Source: an optimization exercise on an open RTL-to-GDS flow (aim: a short achievable clock period). Production flows keep margins and buffers that such runs may drop.
Function was checked by simulation only, so behaviour that the tests miss may differ from the original.
Power is estimated from default activity; no workload was simulated.

==> run a: inputs <==
==> flow/design.v (excerpt) <==
module mipsCore #(
    parameter logic [31:0] RESET_PC = 32'h0000_3000
) (
    input  logic          clk,
    input  logic          arstN,
    output logic [31:0]   pc,
    input  logic [31:0]   instr,
    output logic [31:0]   memAddr,
    output logic [31:0]   memWdata,
    output logic          memWe,
    input  logic [31:0]   memRdata,
    output logic          regWe,
    output logic [4:0]    regWaddr,
    output logic [31:0]   regWdata
);
clock: 13.0 ns
lec_check: 0
cap_margin: 20
core_margin: 2
core_utilization: 40
setup_slack_margin: 5
slew_margin: 20
synth_hierarchical: 1
run.sh (not shown) runs the stock make flow with config.mk's settings and CLKGATE_MAP_FILE= SYNTH_SCRIPT=/design/flow/synth_recipe.tcl, a recipe that flattens the netlist after the stock synthesis.
==> run b: changes against run a <==
--- a/flow/design.v
+++ b/flow/design.v
@@ -118,25 +118,22 @@
     output logic [N-1:0] p
 );
     assign p = a ^ (SUB ? ~b : b);
 endmodule
 module ksAdd #(
     parameter bit SUB = 1'b0
 ) (
-    input  logic [31:0] aF,
-    input  logic [31:0] bF,
-    input  logic [31:0] aS,
-    input  logic [31:0] bS,
-    output logic [31:0] p,
-    output logic [31:0] c
-);
-    logic [31:0] gn0, tn0;
-    pgGen   #(.N(32), .SUB(SUB)) uG (.a(aF), .b(bF), .gn(gn0));
-    pgTrans #(.N(32), .SUB(SUB)) uT (.a(aF), .b(bF), .tn(tn0));
-    pgProp  #(.N(32), .SUB(SUB)) uP (.a(aS), .b(bS), .p(p));
+    input  logic [31:0] a,
+    input  logic [31:0] b,
+    output logic [31:0] s
+);
+    logic [31:0] gn0, tn0, p;
+    pgGen   #(.N(32), .SUB(SUB)) uG (.a(a), .b(b), .gn(gn0));
+    pgTrans #(.N(32), .SUB(SUB)) uT (.a(a), .b(b), .tn(tn0));
+    pgProp  #(.N(32), .SUB(SUB)) uP (.a(a), .b(b), .p(p));
     logic [5:0][31:0] G;
     logic [5:0][31:0] T;
     assign G[0] = SUB ? {gn0[31:1], tn0[0]} : gn0;
     assign T[0] = tn0;
     for (genvar k = 1; k <= 5; k++) begin : gLevel
         localparam int D = 1 << (k - 1);
         if (k % 2 == 1) begin : gOdd
@@ -159,15 +156,16 @@
                 gNand2 #(.N(32 - 2 * D)) uT (
                     .a(T[k-1][31:2*D]), .b(T[k-1][31-D:D]), .y(T[k][31:2*D])
                 );
             end
             assign T[k][2*D-1:0] = '0;   
         end
     end
-    assign c = {G[5][30:0], SUB};
+    gXor2 #(.N(31)) uSum (.a(p[31:1]), .b(G[5][30:0]), .y(s[31:1]));
+    assign s[0] = SUB ? ~p[0] : p[0];
 endmodule
 `default_nettype wire
 `timescale 1ns/1ps
 `default_nettype none
 module rfDecLo (
     input  logic [1:0] a,
     output logic [3:0] sel
@@ -183,16 +181,15 @@
     always_comb begin
         for (int k = 0; k < 8; k++) sel[k] = (a == k[2:0]);
     end
 endmodule
 module regRead (
     input  logic [4:0]       addr,
     input  logic [31*32-1:0] regsFlat,    
-    output logic [31:0]      dataF,       
-    output logic [31:0]      dataS        
+    output logic [31:0]      data
 );
     logic [8*4-1:0] lo;
     logic [7:0]     hi;
     for (genvar j = 0; j < 8; j++) begin : gLo
         rfDecLo uDecLo (.a(addr[1:0]), .sel(lo[j*4 +: 4]));
     end
     rfDecHi uDecHi (.a(addr[4:2]), .sel(hi));
@@ -222,17 +219,16 @@
     for (genvar q = 0; q < 4; q++) begin : gL3
         assign m3a[q*32 +: 32] = {32{hi[2*q]}};
         assign m3b[q*32 +: 32] = w[(2*q)*32 +: 32];
         assign m3c[q*32 +: 32] = {32{hi[2*q + 1]}};
         assign m3d[q*32 +: 32] = w[(2*q + 1)*32 +: 32];
     end
     gAoi22 #(.N(4*32)) uL3 (.a(m3a), .b(m3b), .c(m3c), .d(m3d), .y(m3y));
-    gNand4 #(.N(64)) uL4 (
-        .a({2{m3y[0 +: 32]}}), .b({2{m3y[32 +: 32]}}), .c({2{m3y[64 +: 32]}}), .d({2{m3y[96 +: 32]}}),
-        .y({dataS, dataF})
+    gNand4 #(.N(32)) uL4 (
+        .a(m3y[0 +: 32]), .b(m3y[32 +: 32]), .c(m3y[64 +: 32]), .d(m3y[96 +: 32]), .y(data)
     );
 endmodule
 `default_nettype wire
 `timescale 1ns/1ps
 `default_nettype none
 module gInv #(parameter int N = 1) (
     input  logic [N-1:0] a,
@@ -297,57 +293,38 @@
 module gAoi222 #(parameter int N = 1) (
     input  logic [N-1:0] a, b, c, d, e, f,
     output logic [N-1:0] y
 );
     assign y = ~((a & b) | (c & d) | (e & f));
 endmodule
 `default_nettype wire
-`default_nettype none
-module gMux2i #(parameter int N = 1) (
-    input  logic [N-1:0] s, a1, a0,
-    output logic [N-1:0] y
-);
-    for (genvar i = 0; i < N; i++) begin : gBit
-        assign y[i] = ~(s[i] ? a1[i] : a0[i]);
-    end
-endmodule
-`default_nettype wire
 `timescale 1ns/1ps
 `default_nettype none
-module resultPre (
-    input  logic        selAdd, selSub, selImm,
-    input  logic [31:0] pAdd, pSub, pImm,
-    input  logic [31:0] other,               
-    output logic [31:0] x0n, x1n             
-);
-    logic [31:0] q0, q1;
-    assign q0  = ({32{selAdd}} & pAdd)  | ({32{selSub}} & pSub)  | ({32{selImm}} & pImm);
-    assign q1  = ({32{selAdd}} & ~pAdd) | ({32{selSub}} & ~pSub) | ({32{selImm}} & ~pImm);
-    assign x0n = ~(q0 | other);
-    assign x1n = ~(q1 | other);
+module aluSelect (
+    input  logic        selAdd, selSub, selImm, selOrLo, selOrHi,
+    input  logic [31:0] sumRt, difRt, sumImm, orLo, orHi,
+    output logic [31:0] y
+);
+    logic [31:0] x1, x2, x3;
+    gAoi22 #(.N(32)) uX1 (.a({32{selAdd}}), .b(sumRt),  .c({32{selSub}}),  .d(difRt), .y(x1));
+    gAoi22 #(.N(32)) uX2 (.a({32{selImm}}), .b(sumImm), .c({32{selOrLo}}), .d(orLo),  .y(x2));
+    gNand2 #(.N(32)) uX3 (.a({32{selOrHi}}), .b(orHi), .y(x3));
+    gNand3 #(.N(32)) uY  (.a(x1), .b(x2), .c(x3), .y(y));
 endmodule
 module resultSelect (
-    input  logic        selAdd, selSub, selImm,
-    input  logic [31:0] pAdd, pSub, pImm,
-    input  logic [31:0] cAdd, cSub, cImm,
-    input  logic [31:0] other,
-    output logic [31:0] y,
-    output logic [31:0] y2                   
-);
-    logic [31:0] x0n, x1n, cA, cS, cI, cy;
-    resultPre uPre (
-        .selAdd(selAdd), .selSub(selSub), .selImm(selImm),
-        .pAdd(pAdd), .pSub(pSub), .pImm(pImm), .other(other),
-        .x0n(x0n), .x1n(x1n)
-    );
-    gNand2 #(.N(96)) uCarrySel (
-        .a({{32{selImm}}, {32{selSub}}, {32{selAdd}}}), .b({cImm, cSub, cAdd}), .y({cI, cS, cA})
-    );
-    gNand3 #(.N(32)) uCarry (.a(cA), .b(cS), .c(cI), .y(cy));
-    gMux2i #(.N(64)) uOut (.s({2{cy}}), .a1({2{x1n}}), .a0({2{x0n}}), .y({y2, y}));
+    input  logic        selAdd, selSub, selImm, selOrLo, selOrHi, selMem, selLink,
+    input  logic [31:0] sumRt, difRt, sumImm, orLo, orHi, memRdata, linkAddr,
+    output logic [31:0] y
+);
+    logic [31:0] x1, x2, x3;
+    gAoi22  #(.N(32)) uX1 (.a({32{selAdd}}), .b(sumRt),  .c({32{selSub}}),  .d(difRt), .y(x1));
+    gAoi22  #(.N(32)) uX2 (.a({32{selImm}}), .b(sumImm), .c({32{selOrLo}}), .d(orLo),  .y(x2));
+    gAoi222 #(.N(32)) uX3 (.a({32{selOrHi}}), .b(orHi), .c({32{selMem}}), .d(memRdata),
+                           .e({32{selLink}}), .f(linkAddr), .y(x3));
+    gNand3  #(.N(32)) uY  (.a(x1), .b(x2), .c(x3), .y(y));
 endmodule
 `default_nettype wire
 `timescale 1ns/1ps
 `default_nettype none
 module mipsCore #(
     parameter logic [31:0] RESET_PC = 32'h0000_3000
 ) (
@@ -392,60 +369,52 @@
     assign selAddRt  = !(selSub || selOrLo || selOrHi || selAddImm);
     logic [31:0]      regs [1:31];
     logic [31*32-1:0] regsFlat;
     logic [31:0]      rsData, rtData;
     for (genvar i = 1; i < 32; i++) begin : gFlat
         assign regsFlat[(i-1)*32 +: 32] = regs[i];
     end
-    logic [31:0] rsF, rtF;
-    regRead uRsRead (.addr(rs), .regsFlat(regsFlat), .dataF(rsF), .dataS(rsData));
-    regRead uRtRead (.addr(rt), .regsFlat(regsFlat), .dataF(rtF), .dataS(rtData));
+    regRead uRsRead (.addr(rs), .regsFlat(regsFlat), .data(rsData));
+    regRead uRtRead (.addr(rt), .regsFlat(regsFlat), .data(rtData));
     logic [31:0] sImm;
     assign sImm = {{16{imm[15]}}, imm};
-    logic [31:0] pAdd, pSub, pImm, cAdd, cSub, cImm, orLo, orHi;
-    ksAdd #(.SUB(1'b0)) uAdd    (.aF(rsF), .bF(rtF),  .aS(rsData), .bS(rtData), .p(pAdd), .c(cAdd));
-    ksAdd #(.SUB(1'b1)) uSub    (.aF(rsF), .bF(rtF),  .aS(rsData), .bS(rtData), .p(pSub), .c(cSub));
-    ksAdd #(.SUB(1'b0)) uAddImm (.aF(rsF), .bF(sImm), .aS(rsData), .bS(sImm),   .p(pImm), .c(cImm));
+    logic [31:0] sumRt, difRt, sumImm, orLo, orHi;
+    ksAdd #(.SUB(1'b0)) uAdd    (.a(rsData), .b(rtData), .s(sumRt));
+    ksAdd #(.SUB(1'b1)) uSub    (.a(rsData), .b(rtData), .s(difRt));
+    ksAdd #(.SUB(1'b0)) uAddImm (.a(rsData), .b(sImm),   .s(sumImm));
     assign orLo = rsData | {16'h0000, imm};
     assign orHi = rsData | {imm, 16'h0000};
-    logic [31:0] aluOther;
-    assign aluOther = ({32{selOrLo}} & orLo) | ({32{selOrHi}} & orHi);
-    resultSelect uAluSel (
+    aluSelect uAluSel (
         .selAdd (selAddRt), .selSub (selSub), .selImm (selAddImm),
-        .pAdd (pAdd), .pSub (pSub), .pImm (pImm),
-        .cAdd (cAdd), .cSub (cSub), .cImm (cImm),
-        .other(aluOther),
-        .y    (memAddr),
-        .y2   ()
+        .selOrLo(selOrLo),  .selOrHi(selOrHi),
+        .sumRt  (sumRt), .difRt (difRt), .sumImm (sumImm), .orLo (orLo), .orHi (orHi),
+        .y      (memAddr)
     );
     logic [31:0] pcPlus4;
     logic        wbWrite, wbAlu;
     assign regWaddr = (isOri || isLui || isLw) ? rt : (isJal ? 5'd31 : rd);
     assign wbWrite  = (isAdd || isSub || isOri || isLui || isLw || isJal) && (regWaddr != 5'd0);
     assign wbAlu    = !(isLw || isJal);
-    logic [31:0] wbOther, wbData;
-    assign wbOther = ({32{wbAlu && selOrLo}} & orLo) | ({32{wbAlu && selOrHi}} & orHi)
-                   | ({32{isLw}} & memRdata) | ({32{isJal}} & pcPlus4);
     resultSelect uWbSel (
-        .selAdd (wbAlu && selAddRt), .selSub (wbAlu && selSub), .selImm (wbAlu && selAddImm),
-        .pAdd (pAdd), .pSub (pSub), .pImm (pImm),
-        .cAdd (cAdd), .cSub (cSub), .cImm (cImm),
-        .other(wbOther),
-        .y    (regWdata),
-        .y2   (wbData)
+        .selAdd  (wbAlu && selAddRt), .selSub (wbAlu && selSub), .selImm (wbAlu && selAddImm),
+        .selOrLo (wbAlu && selOrLo),  .selOrHi(wbAlu && selOrHi),
+        .selMem  (isLw), .selLink (isJal),
+        .sumRt   (sumRt), .difRt (difRt), .sumImm (sumImm), .orLo (orLo), .orHi (orHi),
+        .memRdata(memRdata), .linkAddr (pcPlus4),
+        .y       (regWdata)
     );
     assign regWe    = wbWrite && arstN;
     assign memWe    = isSw && arstN;
     assign memWdata = rtData;
     always_ff @(posedge clk or negedge arstN) begin
         if (!arstN) begin
             for (int i = 1; i < 32; i++) regs[i] <= 32'd0;
         end else if (regWe) begin
             for (int i = 1; i < 32; i++)
-                if (regWaddr == i[4:0]) regs[i] <= wbData;
+                if (regWaddr == i[4:0]) regs[i] <= regWdata;
         end
     end
     logic [31:0] branchTarget, jumpTarget, nextPc;
     logic        rsEqRt;
     assign pcPlus4      = pc + 32'd4;
     assign branchTarget = pcPlus4 + {sImm[29:0], 2'b00};
     assign jumpTarget   = {pcPlus4[31:28], instr[25:0], 2'b00};
Settings changed: CORE_UTILIZATION 40 to 60, PLACE_DENSITY set to 0.75.
==> run c: changes against run a <==
--- a/flow/design.v
+++ b/flow/design.v
@@ -97,14 +97,26 @@
         1'b0,       
         1'b0        
     };
 endpackage
 `default_nettype wire
 `timescale 1ns/1ps
 `default_nettype none
+module wrDec (
+    input  logic       we,
+    input  logic [4:0] waddr,
+    output logic [31:1] en
+);
+    always_comb begin
+        for (int i = 1; i < 32; i++) en[i] = we && (waddr == i[4:0]);
+    end
+endmodule
+`default_nettype wire
+`timescale 1ns/1ps
+`default_nettype none
 module pgGen #(parameter int N = 32, parameter bit SUB = 1'b0) (
     input  logic [N-1:0] a, b,
     output logic [N-1:0] gn
 );
     assign gn = ~(a & (SUB ? ~b : b));
 endmodule
 module pgTrans #(parameter int N = 32, parameter bit SUB = 1'b0) (
@@ -186,47 +198,59 @@
 endmodule
 module regRead (
     input  logic [4:0]       addr,
     input  logic [31*32-1:0] regsFlat,    
     output logic [31:0]      dataF,       
     output logic [31:0]      dataS        
 );
-    logic [8*4-1:0] lo;
-    logic [7:0]     hi;
+    logic [8*4*4-1:0] lo;    
+    logic [4*8-1:0]   hi;    
     for (genvar j = 0; j < 8; j++) begin : gLo
-        rfDecLo uDecLo (.a(addr[1:0]), .sel(lo[j*4 +: 4]));
+        for (genvar k = 0; k < 4; k++) begin : gByte
+            rfDecLo uDecLo (.a(addr[1:0]), .sel(lo[(j*4 + k)*4 +: 4]));
+        end
+    end
+    for (genvar k = 0; k < 4; k++) begin : gHi
+        rfDecHi uDecHi (.a(addr[4:2]), .sel(hi[k*8 +: 8]));
     end
-    rfDecHi uDecHi (.a(addr[4:2]), .sel(hi));
     logic [7*32-1:0] l1a, l1b, l1c, l1d, l1y;    
     logic [8*32-1:0] l2a, l2b, l2c, l2d, l2y;    
     logic [31:0]     g0s, g0d, g0y;
-    assign g0s = {32{lo[1]}};
+    for (genvar b = 0; b < 32; b++) begin : gG0
+        assign g0s[b] = lo[(0*4 + b/8)*4 + 1];
+    end
     assign g0d = regsFlat[0 +: 32];
     for (genvar j = 0; j < 8; j++) begin : gL1
         if (j > 0) begin : gFirst
-            assign l1a[(j-1)*32 +: 32] = {32{lo[j*4 + 0]}};
+            for (genvar b = 0; b < 32; b++) begin : gA
+                assign l1a[(j-1)*32 + b] = lo[(j*4 + b/8)*4 + 0];
+                assign l1c[(j-1)*32 + b] = lo[(j*4 + b/8)*4 + 1];
+            end
             assign l1b[(j-1)*32 +: 32] = regsFlat[(4*j - 1)*32 +: 32];
-            assign l1c[(j-1)*32 +: 32] = {32{lo[j*4 + 1]}};
             assign l1d[(j-1)*32 +: 32] = regsFlat[(4*j)*32 +: 32];
         end
-        assign l2a[j*32 +: 32] = {32{lo[j*4 + 2]}};
+        for (genvar b = 0; b < 32; b++) begin : gB
+            assign l2a[j*32 + b] = lo[(j*4 + b/8)*4 + 2];
+            assign l2c[j*32 + b] = lo[(j*4 + b/8)*4 + 3];
+        end
         assign l2b[j*32 +: 32] = regsFlat[(4*j + 1)*32 +: 32];
-        assign l2c[j*32 +: 32] = {32{lo[j*4 + 3]}};
         assign l2d[j*32 +: 32] = regsFlat[(4*j + 2)*32 +: 32];
     end
     gNand2 #(.N(32))   uL1g0 (.a(g0s), .b(g0d), .y(g0y));
     gAoi22 #(.N(7*32)) uL1a  (.a(l1a), .b(l1b), .c(l1c), .d(l1d), .y(l1y));
     gAoi22 #(.N(8*32)) uL1b  (.a(l2a), .b(l2b), .c(l2c), .d(l2d), .y(l2y));
     logic [8*32-1:0] w;
     gNand2 #(.N(8*32)) uL2 (.a({l1y, g0y}), .b(l2y), .y(w));
     logic [4*32-1:0] m3a, m3b, m3c, m3d, m3y;
     for (genvar q = 0; q < 4; q++) begin : gL3
-        assign m3a[q*32 +: 32] = {32{hi[2*q]}};
+        for (genvar b = 0; b < 32; b++) begin : gH
+            assign m3a[q*32 + b] = hi[(b/8)*8 + 2*q];
+            assign m3c[q*32 + b] = hi[(b/8)*8 + 2*q + 1];
+        end
         assign m3b[q*32 +: 32] = w[(2*q)*32 +: 32];
-        assign m3c[q*32 +: 32] = {32{hi[2*q + 1]}};
         assign m3d[q*32 +: 32] = w[(2*q + 1)*32 +: 32];
     end
     gAoi22 #(.N(4*32)) uL3 (.a(m3a), .b(m3b), .c(m3c), .d(m3d), .y(m3y));
     gNand4 #(.N(64)) uL4 (
         .a({2{m3y[0 +: 32]}}), .b({2{m3y[32 +: 32]}}), .c({2{m3y[64 +: 32]}}), .d({2{m3y[96 +: 32]}}),
         .y({dataS, dataF})
     );
@@ -432,20 +456,25 @@
         .other(wbOther),
         .y    (regWdata),
         .y2   (wbData)
     );
     assign regWe    = wbWrite && arstN;
     assign memWe    = isSw && arstN;
     assign memWdata = rtData;
+    logic [31:1] wrEn [4];
+    for (genvar k = 0; k < 4; k++) begin : gWrDec
+        wrDec uWrDec (.we(regWe), .waddr(regWaddr), .en(wrEn[k]));
+    end
     always_ff @(posedge clk or negedge arstN) begin
         if (!arstN) begin
             for (int i = 1; i < 32; i++) regs[i] <= 32'd0;
-        end else if (regWe) begin
+        end else begin
             for (int i = 1; i < 32; i++)
-                if (regWaddr == i[4:0]) regs[i] <= wbData;
+                for (int k = 0; k < 4; k++)
+                    if (wrEn[k][i]) regs[i][k*8 +: 8] <= wbData[k*8 +: 8];
         end
     end
     logic [31:0] branchTarget, jumpTarget, nextPc;
     logic        rsEqRt;
     assign pcPlus4      = pc + 32'd4;
     assign branchTarget = pcPlus4 + {sImm[29:0], 2'b00};
     assign jumpTarget   = {pcPlus4[31:28], instr[25:0], 2'b00};
==> comparison table <==
|  | run c | run a | run b |
|---|---|---|---|
| Result of the run | timing/DRC/antenna clean | timing/DRC/antenna clean | timing/DRC/antenna clean |
| Multi-input logic area | 53,630 um^2 | 51,300 um^2 | 46,030 um^2 |
| Multi-input gates | 5,655 | 5,282 | 4,812 |
| Final standard cell area without fillers | 96,510 um^2 | 95,860 um^2 | 87,900 um^2 |
| Pre-CTS WS | 2.414 ns | 1.924 ns | 1.565 ns |
| Largest fanout of any net on the critical path | 8 | 8 | 16 |
| Leak pwr | 41.03 nW | 42.13 nW | 39.43 nW |
| Vertical die dimension | 437.8 um | 432.7 um | 343.4 um |
| Tap cell instance count | 2,495 | 2,464 | 1,512 |
| Endpoint of the worst setup timing path | memAddr[29] | regWdata[30] | memAddr[31] |
| Number of nets at the end of the flow | 7,971 | 7,787 | 7,138 |
| Met2 track utilization from global routing | 0.4985 | 0.5324 | 0.7807 |
| Hold slack final | 0.5345 ns | 0.5332 ns | 0.5368 ns |
| Skew final | 0.1045 ns | 0.07045 ns | 0.08992 ns |
| Fraction of area in multi-input gates | 0.5557 | 0.5352 | 0.5237 |
| Wire length of the first global-routing pass | 461.5 mm | 486.7 mm | 470.0 mm |
| Worst Slack Setup Final | 4.222 ns | 4.086 ns | 3.688 ns |
| Inserted Clock Buffers | 116 | 113 | 108 |
| Met3 Routed Length | 28.08 mm | 40.74 mm | 50.44 mm |
| Final non-filler cell total | 10.47k | 10.24k | 8,671 |
| Core area | 187,400 um^2 | 182,900 um^2 | 114,300 um^2 |
| Worst-Skew Late Latency | 0.83 ns | 0.81 ns | 0.80 ns |
| Via/cell ratio | 6.386 | 6.506 | 7.513 |
| Reported net switching power | 2.851 mW | 2.726 mW | 2.570 mW |

==> re-timing with driven ports <==
No port has a modelled driver above. Below, the same layouts with a new extraction and two added sets of constraints.
Step 1 sets driving cells, clkbuf_16 on the clock port and buf_2 on the other inputs (assumed; they add their load-dependent delay and slew).
Step 2, shift: input delay + t, output delay - t, t = (earliest + latest rising clock arrival at the registers) / 2. This alone moves slack from input paths to output paths.
a / b / c = ideal / step 1 / step 2; a / b = the first two.
| run | t (ns) | slack for setup (ns) | slew at the worst register clock pin (ns) |
|---|---|---|---|
| run a | 0.864 | 4.086 / 3.866 / 3.866 | 0.07 / 0.07 |
| run b | 0.848 | 3.688 / 3.246 / 3.246 | 0.07 / 0.07 |
| run c | 0.864 | 4.222 / 3.722 / 3.722 | 0.07 / 0.07 |
After both steps setup and hold are still met in every run listed. The setup slack of run c, which loses most, moves by -0.500 ns with the drivers and by -0.500 ns with both steps.
